What follows belongs to an exercise in optimizing a design on an open flow for small area, a short achievable clock period and few clock cycles; a production flow would make more cautious choices.

==> inputs of v2 <==
// comp_step_engine
module comp_step_engine #(
    parameter int STATE_BYTES = 16,
    parameter int ROM_BYTES   = 82,
    parameter int ADDR_W      = 8,
    parameter int CNT_W       = 8
) (
    input  logic                     clk,
    input  logic                     rst,
    input  logic [8*ROM_BYTES-1:0]   rom,
    input  logic                     cmd_valid,
    output logic                     cmd_ready,
    input  logic [1:0]               cmd_op,
    input  logic                     cmd_rule,
    input  logic [ADDR_W-1:0]        cmd_addr,
    input  logic [CNT_W-1:0]         cmd_count,
    output logic                     busy,
    output logic                     done,
    output logic                     match,
    output logic                     err,
    output logic [8*STATE_BYTES-1:0] state_out
);
Settings: LEC_CHECK=0, CAP_MARGIN=20, CORE_MARGIN=2, CORE_UTILIZATION=50, SLEW_MARGIN=20, SYNTH_HIERARCHICAL=1; clock period 10.0 ns.
run.sh (not shown) runs the stock make flow with config.mk's settings and CLKGATE_MAP_FILE= SYNTH_SCRIPT=/design/flow/synth_recipe.tcl, a recipe that flattens the netlist after the stock synthesis.
==> v27 (differences from v2) <==
==> flow/flow/run.sh (new file) <==
#!/bin/bash
set -euo pipefail
work=$(pwd)
export FLOW_WORK="$work"
export FLOW_ABC_SCRIPT="$work/flow/area.abc"
bash "$work/standard.sh" SYNTH_SCRIPT="$work/flow/synth_wrap.tcl" finish > "$work/flow_make.log" 2>&1
==> flow/flow/area.abc (new file) <==
&get -n
&st
&dch
&nf -R 1000
&put
==> flow/flow/synth_wrap.tcl (new file) <==
proc abc {args} {
  set i [lsearch -exact $args -script]
  if { $i >= 0 } { lset args [expr {$i + 1}] $::env(FLOW_ABC_SCRIPT) }
  yosys abc {*}$args
}
source $::env(FLOW_WORK)/synth_recipe.tcl
==> flow/standard.sh (new file) <==
#!/bin/bash
# synth_recipe.tcl (not shown) runs the flow's synth.tcl, then flattens the netlist and writes it again
# the make line also repeats each setting of config.mk as NAME=value (left out here)
make -C /OpenROAD-flow-scripts/flow DESIGN_CONFIG=/design/flow/config.mk WORK_HOME=/design/flow/orfs CLKGATE_MAP_FILE= SYNTH_SCRIPT=/design/flow/synth_recipe.tcl "${@:-finish}"
removed: flow/run.sh
==> notes <==
- v2 finished clean. v27 passed the timing, design-rule and antenna checks.
- Against v2, the clock skew of v27 is lower by 0.0030 ns.
- Against v2, the register-to-register slack of v27 is lower by 0.20 ns.
- Of v2 and v27, v27 has the higher sequential share of layout area (gap 1.1 points).
No run of this note included a check of the RTL's function; only the layout flow was run.

* * *

==> inputs of run H <==
comp_step_engine, a different RTL version from the one above (not shown whole).
export LEC_CHECK = 0
export CAP_MARGIN = 20
export CORE_MARGIN = 2
export CORE_UTILIZATION = 50
export SETUP_SLACK_MARGIN = 5
export SLEW_MARGIN = 20
export SYNTH_HIERARCHICAL = 1
create_clock -name core_clock -period 10.0 [get_ports {clk}]
standard.sh (not shown) runs the stock make flow with config.mk's settings and CLKGATE_MAP_FILE= SYNTH_SCRIPT=/design/flow/synth_recipe.tcl, a recipe that flattens the netlist after the stock synthesis.
==> flow/flow/run.sh <==
#!/bin/bash
set -euo pipefail
work=$(pwd)
export FLOW_WORK="$work"
export FLOW_ABC_SCRIPT="$work/flow/area.abc"
bash "$work/standard.sh" SYNTH_SCRIPT="$work/flow/synth_wrap.tcl" \
  BUFFER_PORTS_ARGS="-buffer_cell sky130_fd_sc_hd__buf_1" finish > "$work/flow_make.log" 2>&1
==> flow/flow/area.abc <==
&get -n
&st
&dch
&nf -R 1000
&put
==> flow/flow/synth_wrap.tcl <==
proc abc {args} {
  set i [lsearch -exact $args -script]
  if { $i >= 0 } { lset args [expr {$i + 1}] $::env(FLOW_ABC_SCRIPT) }
  yosys abc {*}$args
}
source $::env(FLOW_WORK)/synth_recipe.tcl
==> run M: changes against run H <==
--- a/flow/design.v
+++ b/flow/design.v
@@ -75,61 +75,78 @@
         for (int j = 0; j < STATE_BYTES; j++)
             inrange[j] = (cmd_addr < 8'(ROM_BYTES - j)) & ~clr_in;
     for (genvar j = 0; j < STATE_BYTES; j++) begin : g_s0
         cse_oai2 #(.W(8)) u_s0 (
             .an(t1_n[8*j +: 8]), .bn(t1_n[8*(j+1) +: 8]),
             .sa(~(inrange[j] & ~cmd_addr[0])), .sb(~(inrange[j] & cmd_addr[0])),
             .y(window[8*j +: 8]));
     end
-    logic             acc_clr, jump, same_rule;
-    logic [CNT_W-1:0] t0, a0;
-    assign acc_clr   = acc_step & clr_in;
-    assign jump      = cmd_rule & (cmd_count[CNT_W-1:5] == 3'b001);
-    assign same_rule = (cmd_rule == rule_q) & ~jump;
-    always_comb begin
-        t0 = jump ? {3'b000, cmd_count[4:0]} : cmd_count;
-        if (same_rule) a0 = (|t0[CNT_W-1:3]) ? CNT_W'(7) : {5'b0, t0[2:0]};
-        else           a0 = (|t0[CNT_W-1:2] || t0[1:0] == 2'd3) ? CNT_W'(3) : {6'b0, t0[1:0]};
-    end
-    logic [2:0] gsel;
-    logic       gjump;
-    logic       grule;
+    logic             acc_clr;
+    logic [CNT_W-1:0] a0;
+    assign acc_clr = acc_step & clr_in;
+    assign a0      = (|cmd_count[CNT_W-1:3]) ? CNT_W'(7) : {5'b0, cmd_count[2:0]};
+    logic       s4g_q, s4j_q, s4h_q, s2_q, s1_q;       
+    logic       s4g, s4j, s4h, s2, s1, grule;
     always_comb begin
         if (run_q) begin
-            gsel  = (|rem_q[CNT_W-1:3]) ? 3'd7 : rem_q[2:0];
-            gjump = 1'b0;
+            {s4g, s4j, s4h, s2, s1} = {s4g_q, s4j_q, s4h_q, s2_q, s1_q};
             grule = rule_q;
         end else begin
-            gsel  = acc_step ? a0[2:0] : 3'd0;
-            gjump = acc_step & jump;
+            s4g   = a0[2] & ~cmd_rule;
+            s4j   = a0[2] & cmd_rule;
+            s4h   = ~a0[2];
+            s2    = a0[1];
+            s1    = a0[0];
             grule = cmd_rule;
         end
     end
-    logic [N-1:0] g1, g2, g3, g4, j32, x4_n, g5, g6_n, x2, g7, x1_n;
-    cse_gen #(.N(N), .IN_N(0), .OUT_N(0)) u_g1 (.c(cells_q), .rl(rule_q), .y(g1));
-    cse_gen #(.N(N), .IN_N(0), .OUT_N(0)) u_g2 (.c(g1),      .rl(rule_q), .y(g2));
-    cse_gen #(.N(N), .IN_N(0), .OUT_N(0)) u_g3 (.c(g2),      .rl(rule_q), .y(g3));
-    cse_gen #(.N(N), .IN_N(0), .OUT_N(0)) u_g4 (.c(g3),      .rl(rule_q), .y(g4));
-    cse_jump #(.N(N), .D(32)) u_j32 (.c(cells_q), .y(j32));
-    cse_aoi3 #(.W(N)) u_x4 (.a(g4), .b(j32), .c(cells_q),
-                            .sa(gsel[2]), .sb(gjump), .sc(~gsel[2] & ~gjump), .yn(x4_n));
-    cse_gen #(.N(N), .IN_N(1), .OUT_N(0)) u_g5 (.c(x4_n), .rl(grule), .y(g5));
-    cse_gen #(.N(N), .IN_N(0), .OUT_N(1)) u_g6 (.c(g5),   .rl(grule), .y(g6_n));
-    cse_oai2 #(.W(N)) u_x2 (.an(g6_n), .bn(x4_n), .sa(~gsel[1]), .sb(gsel[1]), .y(x2));
-    cse_gen #(.N(N), .IN_N(0), .OUT_N(0)) u_g7 (.c(x2),   .rl(grule), .y(g7));
-    cse_aoi2 #(.W(N)) u_x1 (.a(g7), .b(x2), .sa(gsel[0]), .sb(~gsel[0]), .yn(x1_n));
-    cse_ldmux #(.W(N)) u_ld (.w(window), .ld(acc_load | acc_clr), .xn(x1_n), .y(cells_d));
+    logic [N-1:0] g1, g2, g3, g4, j4, x4, g5, g6, x2_n, g7_n, x1;
+    cse_gen0 #(.N(N)) u_g1 (.c(cells_q), .y(g1));
+    cse_gen0 #(.N(N)) u_g2 (.c(g1),      .y(g2));
+    cse_gen0 #(.N(N)) u_g3 (.c(g2),      .y(g3));
+    cse_gen0 #(.N(N)) u_g4 (.c(g3),      .y(g4));
+    cse_jump #(.N(N), .D(4))  u_j4  (.c(cells_q), .y(j4));
+    cse_nao3 #(.W(N)) u_x4 (.a(g4), .b(j4), .c(cells_q), .sa(s4g), .sb(s4j), .sc(s4h), .y(x4));
+    cse_gen #(.N(N), .IN_N(0), .OUT_N(0)) u_g5 (.c(x4), .rl(grule), .y(g5));
+    cse_gen #(.N(N), .IN_N(0), .OUT_N(0)) u_g6 (.c(g5), .rl(grule), .y(g6));
+    cse_aoi2 #(.W(N)) u_x2 (.a(g6), .b(x4), .sa(s2), .sb(~s2), .yn(x2_n));
+    cse_gen #(.N(N), .IN_N(1), .OUT_N(1)) u_g7 (.c(x2_n), .rl(grule), .y(g7_n));
+    cse_oai2 #(.W(N)) u_x1 (.an(g7_n), .bn(x2_n), .sa(~s1), .sb(s1), .y(x1));
+    logic sel_ld, sel_step;
+    assign sel_ld   = acc_load | acc_clr;
+    assign sel_step = (run_q | acc_step) & ~acc_clr;
+    cse_nao3 #(.W(N)) u_ld (.a(window), .b(x1), .c(cells_q),
+                           .sa(sel_ld), .sb(sel_step), .sc(~(sel_ld | sel_step)), .y(cells_d));
     always_comb begin
         if (run_q) begin
             rem_d  = (|rem_q[CNT_W-1:3]) ? rem_q - CNT_W'(KGEN) : '0;
             done_d = ~|rem_q[CNT_W-1:3];
         end else begin
-            rem_d  = t0 - a0;
-            done_d = accept & ~(acc_step & ~acc_clr & (t0 != a0));
+            rem_d  = cmd_count - a0;
+            done_d = accept & ~(acc_step & ~acc_clr & (|cmd_count[CNT_W-1:3]));
+        end
+    end
+    logic [2:0] nsel;
+    logic       nrule;
+    assign nsel  = (|rem_d[CNT_W-1:3]) ? 3'd7 : rem_d[2:0];
+    assign nrule = run_q ? rule_q : cmd_rule;
+    always_ff @(posedge clk or posedge rst) begin
+        if (rst) begin
+            s4g_q   <= 1'b0;
+            s4j_q   <= 1'b0;
+            s4h_q   <= 1'b1;
+            s2_q    <= 1'b0;
+            s1_q    <= 1'b0;
+        end else begin
+            s4g_q   <= nsel[2] & ~nrule;
+            s4j_q   <= nsel[2] & nrule;
+            s4h_q   <= ~nsel[2];
+            s2_q    <= nsel[1];
+            s1_q    <= nsel[0];
         end
     end
     always_ff @(posedge clk or posedge rst) begin
         if (rst) begin
             run_q   <= 1'b0;
             cells_q <= '0;
             rem_q   <= '0;
             rule_q  <= 1'b0;
@@ -163,34 +180,59 @@
 endmodule
 module cse_oai2 #(parameter int W = 8) (
     input  logic [W-1:0] an, bn,
     input  logic         sa, sb,
     output logic [W-1:0] y
 );
     assign y = ~((an | {W{sa}}) & (bn | {W{sb}}));
 endmodule
-module cse_ldmux #(parameter int W = 8) (
-    input  logic [W-1:0] w, xn,
-    input  logic         ld,
-    output logic [W-1:0] y
-);
-    assign y = (w & {W{ld}}) | (~xn & {W{~ld}});
+module cse_nao3 #(parameter int W = 8) (
+    input  logic [W-1:0] a, b, c,
+    input  logic         sa, sb, sc,
+    output logic [W-1:0] y
+);
+    logic [W-1:0] an, bn, cn;
+    cse_nand2 #(.W(W)) u_a (.a(a), .s(sa), .y(an));
+    cse_nand2 #(.W(W)) u_b (.a(b), .s(sb), .y(bn));
+    cse_nand2 #(.W(W)) u_c (.a(c), .s(sc), .y(cn));
+    cse_nand3 #(.W(W)) u_y (.a(an), .b(bn), .c(cn), .y(y));
+endmodule
+module cse_nand2 #(parameter int W = 8) (
+    input  logic [W-1:0] a,
+    input  logic         s,
+    output logic [W-1:0] y
+);
+    assign y = ~(a & {W{s}});
+endmodule
+module cse_nand3 #(parameter int W = 8) (
+    input  logic [W-1:0] a, b, c,
+    output logic [W-1:0] y
+);
+    assign y = ~(a & b & c);
 endmodule
 module cse_gen #(parameter int N = 128, parameter bit IN_N = 0, parameter bit OUT_N = 0) (
     input  logic [N-1:0] c,
     input  logic         rl,
     output logic [N-1:0] y
 );
     logic [N-1:0] s;
     assign s = IN_N ? ~c : c;
     always_comb
         for (int i = 0; i < N; i++)
             y[i] = OUT_N ^ s[(i + N - 1) % N] ^ (s[(i + 1) % N] & (s[i] | rl));
 endmodule
+module cse_gen0 #(parameter int N = 128) (
+    input  logic [N-1:0] c,
+    output logic [N-1:0] y
+);
+    always_comb
+        for (int i = 0; i < N; i++)
+            y[i] = c[(i + N - 1) % N] ^ (c[i] & c[(i + 1) % N]);
+endmodule
 module cse_jump #(parameter int N = 128, parameter int D = 32) (
     input  logic [N-1:0] c,
     output logic [N-1:0] y
 );
     always_comb
         for (int i = 0; i < N; i++)
             y[i] = c[(i + N - D) % N] ^ c[(i + D) % N];
 endmodule
==> flow/flow/run.sh (replaced) <==
#!/bin/bash
set -euo pipefail
work=$(pwd)
export FLOW_WORK="$work"
export FLOW_ABC_SCRIPT="$work/flow/area.abc"
bash "$work/standard.sh" SYNTH_SCRIPT="$work/flow/synth_wrap.tcl" \
  BUFFER_PORTS_ARGS="-buffer_cell sky130_fd_sc_hd__buf_1" MATCH_CELL_FOOTPRINT=0 finish > "$work/flow_make.log" 2>&1
==> flow/flow/synth_wrap.tcl (replaced) <==
proc abc {args} {
  set i [lsearch -exact $args -script]
  set area $args
  if { $i >= 0 } { lset area [expr {$i + 1}] $::env(FLOW_ABC_SCRIPT) }
  yosys abc {*}$args $::env(FLOW_TOP)
  yosys abc {*}$area $::env(FLOW_TOP) %n
}
source $::env(FLOW_WORK)/synth_recipe.tcl
CORE_UTILIZATION = 40   (was 50)
SETUP_SLACK_MARGIN = 4   (was 5)
==> qor summary <==
Starting Density: run H 0.503; run M 0.404
Mean instance size in the synthesized netlist: run H 7.57 um2; run M 6.84 um2
Flop and latch count out of synthesis: run H 141; run M 146
Synthesized Nets: run H 4,945; run M 5,616
Post-synth top area share: run H 0.245; run M 0.208
CTS sink count: run H 141; run M 146
Compound-cell area share of the yosys netlist: run H 0.537; run M 0.388
Area share of and/or/nand/nor cells after synthesis: run H 0.0365; run M 0.199
Cell row count: run H 93; run M 106
Number of library cell types mapped by synthesis: run H 40; run M 58
Fraction of the mapped netlist area in adder cells: run H 0.00217; run M 0.000741
Area after detailed placement: run H 36,600 um2; run M 38,800 um2
Result of the run: run H did not finish; run M complete, no violations
Failing step: run H global routing; run M -
Weighted congestion at the end of routability-driven global placement: run H 1.24; run M 1.14
Detailed Place HPWL: run H 177,000 um; run M 187,000 um
Function was not checked in any run of this note: the RTL went through the layout flow alone.

[port drivers added, routing unchanged]
Ports are ideal in the flow. The routed layouts listed here were re-timed in OpenROAD. Step 1, drivers: a clkbuf_16 drives clk and a buf_2 each remaining input, both assumed. Step 2 also shifts input and output timing later by t, the mid clock arrival at the registers, as if the neighbouring blocks saw the same clock. Slacks: ideal / step 1 / step 2; pairs: ideal / step 1.
run	t, ns	slack for setup (ns)	worst setup path after step 2	latest minus earliest clock arrival (ns)
v2	0.561	2.697 / 2.731 / 2.170	input to register	0.017 / 0.017
v27	0.503	3.305 / 3.332 / 2.829	input to register	0.014 / 0.014
run M	0.523	3.628 / 3.672 / 3.149	input to register	0.014 / 0.014
After both steps every run listed still meets setup and hold. For v2, which loses most, drivers alone change the setup slack by +0.034 ns; drivers and shift together by -0.527 ns.
